What follows belongs to an exercise in optimizing a design on an open flow for small area; a production flow would make more cautious choices.
The RTL was checked by simulation tests, not by an equivalence proof against the original design.
Power and IR drop assume default switching activity.

==> run R <==
Design fetch_stage, start of the top module:
module fetch_stage (
    input  wire                         clk_i,
    input  wire                         arst_n_i,
    output logic                        inst_req_o,
    output fetch_pkg::addr_t            inst_index_o,
    input  wire                         inst_index_ok_i,
    input  wire                         inst_data_ok_i,
    input  wire fetch_pkg::block_t      inst_rdata_i,
    output logic                        iq_valid_o,
    input  wire                         iq_ready_i,
    output fetch_pkg::addr_t            iq_pc_o,
    output fetch_pkg::block_t           iq_inst_o,
    output fetch_pkg::lane_mask_t       iq_lane_en_o,
    output logic                        iq_pred_taken_o,
    output fetch_pkg::addr_t            iq_pred_target_o,
    input  wire                         br_update_valid_i,
    input  wire fetch_pkg::addr_t       br_pc_i,
    input  wire                         br_taken_i,
    input  wire fetch_pkg::addr_t       br_target_i,
    input  wire                         br_mispredict_i,
    input  wire                         exc_valid_i,
    input  wire fetch_pkg::addr_t       exc_pc_i
);
make LEC_CHECK=0 CAP_MARGIN=20 CORE_MARGIN=2 CORE_UTILIZATION=40 CTS_BUF_LIST=sky130_fd_sc_hd__clkbuf_8 CTS_CLUSTER_DIAMETER=60 CTS_CLUSTER_SIZE=16 SLEW_MARGIN=20 finish   # period 6.0 ns
run.sh (not shown) runs the stock make flow with config.mk's settings and CLKGATE_MAP_FILE= SYNTH_SCRIPT=/design/flow/synth_recipe.tcl, a recipe that flattens the netlist after the stock synthesis.
==> inputs of run F, as changes to run R <==
==> flow/flow/run.sh (new file) <==
#!/bin/bash
# The standard layout (standard.sh), with:
#  - an area-oriented ABC script in synthesis (flow/synth.tcl, flow/area.abc)
#  - the smallest buffer on every port
#  - a clock tree without dummy loads
# The make output goes to flow_make.log here; each ORFS step also keeps its
# own log under orfs/logs/.
set -euo pipefail
export AREA_ABC_SCRIPT="$PWD/flow/area.abc"
bash standard.sh \
    "SYNTH_SCRIPT=$PWD/flow/synth.tcl" \
    "BUFFER_PORTS_ARGS=-buffer_cell sky130_fd_sc_hd__buf_1" \
    "CTS_ARGS=-sink_clustering_enable -repair_clock_nets -dont_use_dummy_load -buf_list sky130_fd_sc_hd__clkbuf_8 -sink_clustering_size 16 -sink_clustering_max_diameter 60" \
    finish > flow_make.log 2>&1
==> flow/flow/area.abc (new file) <==
&get -n
&st
&syn3
&dch -f
&nf -a -R 1000
&put
==> flow/flow/synth.tcl (new file) <==
# The standard synthesis script (synth_recipe.tcl), with ABC's mapping
# script swapped for an area-oriented one. Registers are mapped before ABC
# runs, so they are the standard synthesis's.
proc synth {args} { yosys synth -nofsm -noshare {*}$args }
proc abc {args} {
  set i [lsearch -exact $args -script]
  if {$i >= 0} { lset args [expr {$i + 1}] $::env(AREA_ABC_SCRIPT) }
  yosys abc {*}$args
}
source $::env(SCRIPTS_DIR)/synth.tcl
# left out here: clear keep_hierarchy, flatten, clean up, hide names made inside functions, write 1_2_yosys.v
==> flow/standard.sh (new file) <==
#!/bin/bash
# synth_recipe.tcl (not shown) runs the flow's synth.tcl, then flattens the netlist and writes it again
# the make line also repeats each setting of config.mk as NAME=value (left out here)
make -C /OpenROAD-flow-scripts/flow DESIGN_CONFIG=/design/flow/config.mk WORK_HOME=/design/flow/orfs CLKGATE_MAP_FILE= SYNTH_SCRIPT=/design/flow/synth_recipe.tcl "${@:-finish}"
Settings changed: CORE_UTILIZATION 40 to 75, CTS_BUF_LIST sky130_fd_sc_hd__clkbuf_8 to default, CTS_CLUSTER_DIAMETER 60 to default, CTS_CLUSTER_SIZE 16 to default, PLACE_DENSITY from default to 0.85.
removed: flow/run.sh
==> summary of the runs <==
Between run F and run R, the lower count of clock-buffer cells in the layout is in run F (gap 32). In run R the synthesized area is larger than in run F, by 5.1%. Of run R and run F, run R has the higher die area (gap 95%, measured against run F). Of run R and run F, run R has the higher clock skew (gap 0.028 ns). Of run R and run F, run F has the higher critical path depth (gap 10). Between run R and run F, the lower worst hold slack is in run F (gap 0.00061 ns). Against run R, the global-route usage of run F is higher by 22 points. In run R the cell count is larger than in run F, by 23%. Between run F and run R, the lower power is in run F (gap 11%, measured against run R).
==> figures <==
| metric | run R | run F |
|---|---|---|
| Run status | finished clean | finished clean |
| Reg2reg setup slack | 0.59 ns | 0.26 ns |
| Relative contribution of combinational cells to total power | 0.181 | 0.174 |
| GRT Util Overall | 0.278 | 0.501 |
| Standard cell core area | 0.129 mm^2 | 0.0656 mm^2 |
| Maximum clock frequency | 0.185 GHz | 0.174 GHz |
| Cell area reported after detailed placement | 0.0597 mm^2 | 0.0535 mm^2 |
| Net Switching | 0.00580 W | 0.00507 W |
| Combinational power | 0.00356 W | 0.00303 W |
| Critical path data required time | 6.84 ns | 6.56 ns |
| Headroom to the max-slew limit | 0.230 | 0.158 |
| Skew-Pair Late Insertion Delay | 0.91 ns | 0.76 ns |
| Detailed Route WL | 191,000 um | 172,000 um |
| Area fraction in and, or, nand and nor cells after synthesis | 0.0541 | 0.0676 |
| Worst hold path class | in -> async | reg -> reg |
| Met2 WL post-DR | 84,200 um | 74,800 um |
| Post-Place Worst Slack | 0.587 ns | 0.424 ns |
| Die Area | 0.133 mm^2 | 0.0683 mm^2 |
| Register share of total power | 0.529 | 0.600 |
| Finished Core Util | 0.481 | 0.836 |


==> maple <==
Another version of the RTL of fetch_stage (not shown whole).
==> module pc_register, before the edit <==
module pc_register (
    input  wire                         clk_i,
    input  wire                         arst_n_i,
    input  wire                         req_accept_i,
    input  wire                         exc_valid_i,
    input  wire fetch_pkg::addr_t       exc_pc_i,
    input  wire                         br_mispredict_i,
    input  wire fetch_pkg::addr_t       br_target_i,
    input  wire                         btb_hit_i,
    input  wire fetch_pkg::lane_idx_t   btb_lane_i,
    input  wire fetch_pkg::addr_t       btb_target_i,
    input  wire                         pht_taken_i,     
    output fetch_pkg::addr_t            fetch_pc_o,
    output fetch_pkg::lane_idx_t        last_lane_o,     
    output logic                        pred_taken_o,
    output logic                        flush_o
);
    localparam int unsigned LANE_W = fetch_pkg::LANE_W;
    localparam int unsigned OFS_W  = fetch_pkg::OFS_W;
    fetch_pkg::addr_t       pc_q;
    fetch_pkg::addr_t       seq_pc;
    fetch_pkg::addr_t       pred_target;
    fetch_pkg::addr_t       redirect_pc;
    assign pred_taken_o = btb_hit_i && (btb_lane_i >= pc_q[2 +: LANE_W]) && pht_taken_i;
    assign last_lane_o  = pred_taken_o ? btb_lane_i : {LANE_W{1'b1}};
    assign seq_pc      = {pc_q[32-1:OFS_W] + 1'b1, {OFS_W{1'b0}}};
    assign pred_target = pred_taken_o ? btb_target_i : seq_pc;
    assign flush_o     = exc_valid_i | br_mispredict_i;
    assign redirect_pc = exc_valid_i ? exc_pc_i : br_target_i;   
    logic sel_exc, sel_br, sel_btb, sel_seq, sel_hold;
    fetch_pkg::addr_t pc_d;
    assign sel_exc  = exc_valid_i;
    assign sel_br   = !exc_valid_i && br_mispredict_i;
    assign sel_btb  = !flush_o && req_accept_i && pred_taken_o;
    assign sel_seq  = !flush_o && req_accept_i && !pred_taken_o;
    assign sel_hold = !flush_o && !req_accept_i;
    assign pc_d = ({32{sel_exc}}  & exc_pc_i)     |
                  ({32{sel_br}}   & br_target_i)  |
                  ({32{sel_btb}}  & btb_target_i) |
                  ({32{sel_seq}}  & seq_pc)       |
                  ({32{sel_hold}} & pc_q);
    always_ff @(posedge clk_i or negedge arst_n_i) begin
        if (!arst_n_i) begin
            pc_q <= 32'h0000_1000;
        end else begin
            pc_q <= pc_d;
        end
    end
    assign fetch_pc_o = pc_q;
endmodule
==> module pattern_history_table, before the edit <==
module pattern_history_table (
    input  wire                         clk_i,
    input  wire                         arst_n_i,
    input  wire fetch_pkg::addr_t       fetch_pc_i,
    input  wire fetch_pkg::lane_idx_t   lane_i,
    input  wire                         upd_valid_i,
    input  wire fetch_pkg::addr_t       upd_pc_i,
    input  wire                         upd_taken_i,
    output logic                        taken_o
);
    localparam int unsigned LANE_W = fetch_pkg::LANE_W;
    localparam int unsigned OFS_W  = fetch_pkg::OFS_W;
    localparam int unsigned IDX_W  = $clog2(64);
    logic [64-1:0]    dir_q;
    logic [64-1:0]    strong_q;
    logic [IDX_W-1:0]           upd_idx;
    logic [IDX_W-LANE_W-1:0]        rd_blk;
    logic [4-1:0]        blk_dir;
    assign rd_blk = fetch_pc_i[OFS_W +: IDX_W-LANE_W];
    always_comb begin
        blk_dir = '0;
        for (int b = 0; b < 64/4; b++) begin
            if (rd_blk == (IDX_W-LANE_W)'(b)) begin
                blk_dir = blk_dir | dir_q[b*4 +: 4];
            end
        end
    end
    assign taken_o = blk_dir[lane_i];
    assign upd_idx = upd_pc_i[2 +: IDX_W];      
    for (genvar i = 0; i < 64; i++) begin : g_ctr
        logic sel;
        assign sel = upd_valid_i && (upd_idx == IDX_W'(i));
        always_ff @(posedge clk_i or negedge arst_n_i) begin
            if (!arst_n_i) begin
                dir_q[i]    <= 1'b0;
                strong_q[i] <= 1'b0;
            end else if (sel) begin
                strong_q[i] <= (dir_q[i] == upd_taken_i);
                if (!strong_q[i]) begin
                    dir_q[i] <= upd_taken_i;
                end
            end
        end
    end
endmodule
Settings: LEC_CHECK=0, CAP_MARGIN=20, CORE_MARGIN=2, CORE_UTILIZATION=65, PLACE_DENSITY=0.75, SLEW_MARGIN=20; clock period 6.0 ns.
standard.sh (not shown) runs the stock make flow with config.mk's settings and CLKGATE_MAP_FILE= SYNTH_SCRIPT=/design/flow/synth_recipe.tcl, a recipe that flattens the netlist after the stock synthesis.
==> flow/flow/run.sh <==
#!/bin/bash
# The standard layout (standard.sh), with:
#  - an area-oriented ABC script in synthesis (flow/synth.tcl, flow/area.abc)
#  - the smallest buffer on every port
#  - a clock tree without dummy loads
# The make output goes to flow_make.log here; each ORFS step also keeps its
# own log under orfs/logs/.
set -euo pipefail
export AREA_ABC_SCRIPT="$PWD/flow/area.abc"
bash standard.sh \
    "SYNTH_SCRIPT=$PWD/flow/synth.tcl" \
    "BUFFER_PORTS_ARGS=-buffer_cell sky130_fd_sc_hd__buf_1" \
    "CTS_ARGS=-sink_clustering_enable -repair_clock_nets -dont_use_dummy_load -buf_list sky130_fd_sc_hd__clkbuf_8 -sink_clustering_size 16 -sink_clustering_max_diameter 60" \
    finish > flow_make.log 2>&1
==> flow/flow/area.abc <==
&get -n
&st
&syn2
&syn3
&dch -f
&nf -a -p -R 1000 -C 32
&put
==> flow/flow/synth.tcl <==
# The standard synthesis script (synth_recipe.tcl), with ABC's mapping
# script swapped for an area-oriented one. Registers are mapped before ABC
# runs, so they are the standard synthesis's.
proc synth {args} { yosys synth -nofsm -noshare {*}$args }
proc abc {args} {
  set i [lsearch -exact $args -script]
  if {$i >= 0} { lset args [expr {$i + 1}] $::env(AREA_ABC_SCRIPT) }
  yosys abc {*}$args
}
source $::env(SCRIPTS_DIR)/synth.tcl
# left out here: clear keep_hierarchy, flatten, clean up, hide names made inside functions, write 1_2_yosys.v
==> nickel: changes against maple <==
--- a/flow/design.v
+++ b/flow/design.v
@@ -76,21 +76,11 @@
     assign flush_o     = exc_valid_i | br_mispredict_i;
     assign redirect_pc = exc_valid_i ? exc_pc_i : br_target_i;   
-    logic sel_exc, sel_br, sel_btb, sel_seq, sel_hold;
-    fetch_pkg::addr_t pc_d;
-    assign sel_exc  = exc_valid_i;
-    assign sel_br   = !exc_valid_i && br_mispredict_i;
-    assign sel_btb  = !flush_o && req_accept_i && pred_taken_o;
-    assign sel_seq  = !flush_o && req_accept_i && !pred_taken_o;
-    assign sel_hold = !flush_o && !req_accept_i;
-    assign pc_d = ({32{sel_exc}}  & exc_pc_i)     |
-                  ({32{sel_br}}   & br_target_i)  |
-                  ({32{sel_btb}}  & btb_target_i) |
-                  ({32{sel_seq}}  & seq_pc)       |
-                  ({32{sel_hold}} & pc_q);
     always_ff @(posedge clk_i or negedge arst_n_i) begin
         if (!arst_n_i) begin
             pc_q <= 32'h0000_1000;
-        end else begin
-            pc_q <= pc_d;
+        end else if (flush_o) begin
+            pc_q <= redirect_pc;
+        end else if (req_accept_i) begin
+            pc_q <= pred_target;
         end
     end
@@ -205,17 +195,8 @@
     logic [64-1:0]    dir_q;
     logic [64-1:0]    strong_q;
+    logic [IDX_W-1:0]           rd_idx;
     logic [IDX_W-1:0]           upd_idx;
-    logic [IDX_W-LANE_W-1:0]        rd_blk;
-    logic [4-1:0]        blk_dir;
-    assign rd_blk = fetch_pc_i[OFS_W +: IDX_W-LANE_W];
-    always_comb begin
-        blk_dir = '0;
-        for (int b = 0; b < 64/4; b++) begin
-            if (rd_blk == (IDX_W-LANE_W)'(b)) begin
-                blk_dir = blk_dir | dir_q[b*4 +: 4];
-            end
-        end
-    end
-    assign taken_o = blk_dir[lane_i];
+    assign rd_idx  = {fetch_pc_i[OFS_W +: IDX_W-LANE_W], lane_i};
+    assign taken_o = dir_q[rd_idx];
     assign upd_idx = upd_pc_i[2 +: IDX_W];      
     for (genvar i = 0; i < 64; i++) begin : g_ctr
==> flow/run.sh (new file) <==
#!/bin/bash
# synth_recipe.tcl (not shown) runs the flow's synth.tcl, then flattens the netlist and writes it again
# the make line also repeats each setting of config.mk as NAME=value (left out here)
make -C /OpenROAD-flow-scripts/flow DESIGN_CONFIG=/design/flow/config.mk WORK_HOME=/design/flow/orfs CLKGATE_MAP_FILE= SYNTH_SCRIPT=/design/flow/synth_recipe.tcl finish
--- a/flow/config.mk
+++ b/flow/config.mk
@@ -8,5 +8,5 @@
 export CAP_MARGIN = 20
 export CORE_MARGIN = 2
-export CORE_UTILIZATION = 65
-export PLACE_DENSITY = 0.75
+export CORE_UTILIZATION = 40
+export CTS_BUF_LIST = sky130_fd_sc_hd__clkbuf_4
 export SLEW_MARGIN = 20
removed: flow/flow/run.sh
removed: flow/flow/area.abc
removed: flow/flow/synth.tcl
removed: flow/standard.sh
==> comparison table <==
metric                                                                            maple                     nickel
Maximum fanout encountered on the critical timing path                               41                         46
# clk buffers                                                                        94                        488
Critical path launch point                                        u_pc_register.pc_q[6]      u_pc_register.pc_q[5]
Non-Filler Instances                                                               4570                       6104
Die Span Y                                                                       279 um                     365 um
Die span in x                                                                    279 um                     365 um
Outcome                                                        timing/DRC/antenna clean   timing/DRC/antenna clean
Origin of the critical flop-to-flop path                          u_pc_register.pc_q[6]      u_pc_register.pc_q[5]
Effective utilization at floorplan                                                0.658                      0.403
Area of the multi-input gates                                                11800 um^2                 13900 um^2
Clock-net power                                                                 3970 uW                    7360 uW
Antenna diode count                                                                   5                         16
Overall routing resource usage                                                    0.400                      0.284
Maximum number of pins on one net before global-route repair                        126                        114
Max stage delay on crit path                                                     820 ps                     550 ps
Final worst-path cycle share                                                      0.917                      0.908
Met1 Track Usage GR                                                               0.543                      0.374
Buffer cell driving the clock tree root                       sky130_fd_sc_hd__clkbuf_8  sky130_fd_sc_hd__clkbuf_4
Synthesized-area fraction occupied by xor and xnor cells                         0.0243                     0.0223

-- re-timing with driven ports --
The flow's constraints put no driver on any port. The routed layouts listed below were extracted and timed again, unchanged, in two steps.
Step 1, drivers: a clkbuf_16 drives clk_i and a buf_2 each remaining input, both assumed.
Step 2 also shifts input and output timing later by t, the mid clock arrival at the registers, as if the neighbouring blocks saw the same clock.
a / b / c = ideal ports / drivers / drivers and shift; a / b = the first two.
run	t, ns	slack for setup (ns)	worst hold slack (ns)	worst setup path at the end
run R	0.939	0.588 / 0.588 / 0.272	0.490 / 0.472 / 0.497	input to register
run F	0.794	0.262 / 0.262 / 0.262	0.490 / 0.490 / 0.490	register to register
maple	0.784	0.498 / 0.498 / 0.311	0.489 / 0.489 / 0.489	input to register
nickel	1.331	0.554 / 0.554 / 0.284	0.070 / 0.045 / 0.501	input to register
After both steps every run listed still meets setup and hold. The setup slack of run R, which loses most, moves by 0.000 ns with the drivers and by -0.316 ns with both steps.
